Background: an optimization exercise with open tools, aiming at small area. Do not read the settings as production practice. Only simulation tests tie the RTL to the original design; equivalence was not proved. Power is estimated from default activity; no workload was simulated.

==> flow/design.v (excerpt) <==
module rv_core_de (
    input  logic        clk_i,
    input  logic        rst_n_i,
    input  logic [31:0] instr_i,
    input  logic [31:0] pc_i,
    input  logic        instr_valid_i,
    output logic        redirect_o,
    output logic [31:0] redirect_pc_o,
    output logic        wb_en_o,
    output logic [4:0]  wb_rd_o,
    output logic [31:0] wb_data_o
);
    logic is_op, is_opimm, is_lui, is_auipc, is_jal, is_jalr, is_br;
    logic valid;
    assign valid    = instr_valid_i & ~redirect_o;  
    assign is_op    = valid & (instr_i[6:0] == 7'b0110011);
    assign is_opimm = valid & (instr_i[6:0] == 7'b0010011);
    assign is_lui   = valid & (instr_i[6:0] == 7'b0110111);
    assign is_auipc = valid & (instr_i[6:0] == 7'b0010111);
    assign is_jal   = valid & (instr_i[6:0] == 7'b1101111);
    assign is_jalr  = valid & (instr_i[6:0] == 7'b1100111);
    assign is_br    = valid & (instr_i[6:0] == 7'b1100011);
    logic [4:0] rd, rs1, rs2;
    logic [2:0] f3;
    assign rd  = instr_i[11:7];
    assign f3  = instr_i[14:12];
    assign rs1 = instr_i[19:15];
    assign rs2 = instr_i[24:20];
    logic [31:0] imm_alu;
  ...
Size in the first run: roughly 4200 cells after synthesis, ~140 I/O pins, roughly 47000 um^2 of cells after synthesis.
export LEC_CHECK = 0
export CAP_MARGIN = 20
export CORE_MARGIN = 2
export CORE_UTILIZATION = 55
export CTS_CLUSTER_DIAMETER = 100
export CTS_CLUSTER_SIZE = 25
export SLEW_MARGIN = 20
export SYNTH_HIERARCHICAL = 1
create_clock -name core_clock -period 9.0 [get_ports {clk_i}]
standard.sh (not shown) runs the stock make flow with config.mk's settings and CLKGATE_MAP_FILE= SYNTH_SCRIPT=/design/flow/synth_recipe.tcl, a recipe that flattens the netlist after the stock synthesis.
==> flow/flow/run.sh <==
#!/bin/bash
set -euo pipefail
export BUFFER_PORTS_ARGS="-buffer_cell sky130_fd_sc_hd__buf_1"
export GPL_KEEP_OVERFLOW=0.3
bash standard.sh > standard.log 2>&1
Rerun with:
--- a/flow/flow/run.sh
+++ b/flow/flow/run.sh
@@ -1,0 +2,6 @@
+# Own flow: the standard layout (standard.sh: the standard synthesis and
+# ORFS steps, unchanged), except that buffer_ports builds the port buffers
+# from the library's smallest buffer, sky130_fd_sc_hd__buf_1, instead of the
+# cell it picks by default. Every input and output port still gets a buffer.
+# The whole output of standard.sh goes to standard.log here; ORFS keeps each
+# step's log under orfs/logs/.
@@ -4 +9,0 @@
-export GPL_KEEP_OVERFLOW=0.3
After rerunning: Utilization came out higher by 0.60 points. Setup slack degrades by 510 ps. Sequential power is about the same. Final area came out higher by 0.97%. Power came out higher by about 1%. Wire length came out lower by 0.75%. Hold slack degrades by 3.9 ps. Count of clock-buffer cells in the layout came out higher by 1. Die area is unchanged. Combinational power barely changes.
Rerun with:
==> flow/flow/run.sh (replaced) <==
#!/bin/bash
set -euo pipefail
export BUFFER_PORTS_ARGS="-buffer_cell sky130_fd_sc_hd__buf_1"
export RECOVER_POWER=100
bash standard.sh > standard.log 2>&1
Outcome: Now the flow ran to the end with violations: capacitance limit, slew limit. Total power stays flat. Register-to-register slack gets worse by 80 ps. Global-route usage does not change. Combinational power is about the same. Synthesized area does not change. Fmax decreases by 0.95%. Worst hold slack hardly moves. Setup slack gets worse by 81 ps. Sequential power barely changes.
Rerun with:
==> flow/run.sh (new file) <==
#!/bin/bash
# synth_recipe.tcl (not shown) runs the flow's synth.tcl, then flattens the netlist and writes it again
# the make line also repeats each setting of config.mk as NAME=value (left out here)
make -C /OpenROAD-flow-scripts/flow DESIGN_CONFIG=/design/flow/config.mk WORK_HOME=/design/flow/orfs CLKGATE_MAP_FILE= SYNTH_SCRIPT=/design/flow/synth_recipe.tcl finish
removed: flow/flow/run.sh
removed: flow/standard.sh
Outcome:
- This time the run ran to the end with no violations
- synthesized cell count stays the same
- non-clock buffer count grows by 23
- routed wire length shrinks by 1.4%
- cell count stays flat
- clock power shrinks by about 1%
- sequential share of layout area shrinks by 0.86 points
- worst setup slack degrades by 43 ps
Rerun with:
==> flow/flow/run.sh (new file) <==
#!/bin/bash
set -euo pipefail
export BUFFER_PORTS_ARGS="-buffer_cell sky130_fd_sc_hd__buf_1"
bash standard.sh > standard.log 2>&1
==> flow/standard.sh (new file) <==
#!/bin/bash
# synth_recipe.tcl (not shown) runs the flow's synth.tcl, then flattens the netlist and writes it again
# the make line also repeats each setting of config.mk as NAME=value (left out here)
make -C /OpenROAD-flow-scripts/flow DESIGN_CONFIG=/design/flow/config.mk WORK_HOME=/design/flow/orfs CLKGATE_MAP_FILE= SYNTH_SCRIPT=/design/flow/synth_recipe.tcl "${@:-finish}"
GPL_ROUTABILITY_DRIVEN = 0   (was default)
removed: flow/run.sh
Outcome: The new run finished clean; worst hold slack is about the same; worst setup slack gets better by 84 ps; final area fell by 1.8%; synthesized cell count is unchanged; total power fell by about 0.5%; clock-buffer cell count fell by 6; synthesized area is unchanged; clock skew fell by 21 ps; via count rose by about 0.3%; global-route usage rose by 0.49 points; critical path depth fell by 3.

-- static timing again, ports no longer ideal --
In the flow no input, the clock included, has a driving cell. The finished layouts below were timed again as built, in two steps. Step 1 sets driving cells, clkbuf_16 on the clock port and buf_2 on the other inputs (assumed; they add their load-dependent delay and slew). Step 2, shift: input delay + t, output delay - t, t = (earliest + latest rising clock arrival at the registers) / 2. This alone moves slack from input paths to output paths. Three values: ideal ports, drivers, drivers and shift; two values: the first two.
run | shift t [ns] | setup WS [ns] | worst slew at a driven data input, ns
the first run | 0.762 | 1.045 / 1.095 / 0.333 | 0.07
the second run | 0.754 | 0.531 / 0.531 / 0.123 | 0.05
the third run | 0.747 | 0.450 / 0.450 / 0.101 | 0.05
the fourth run | 0.778 | 0.407 / 0.426 / -0.320 | 0.09
the fifth run | 0.762 | 0.490 / 0.537 / -0.225 | 0.04
With both steps, setup timing fails in the fourth run and the fifth run, where it was met with ideal ports. For the fourth run, which loses most, drivers alone change the setup slack by +0.019 ns; drivers and shift together by -0.727 ns.
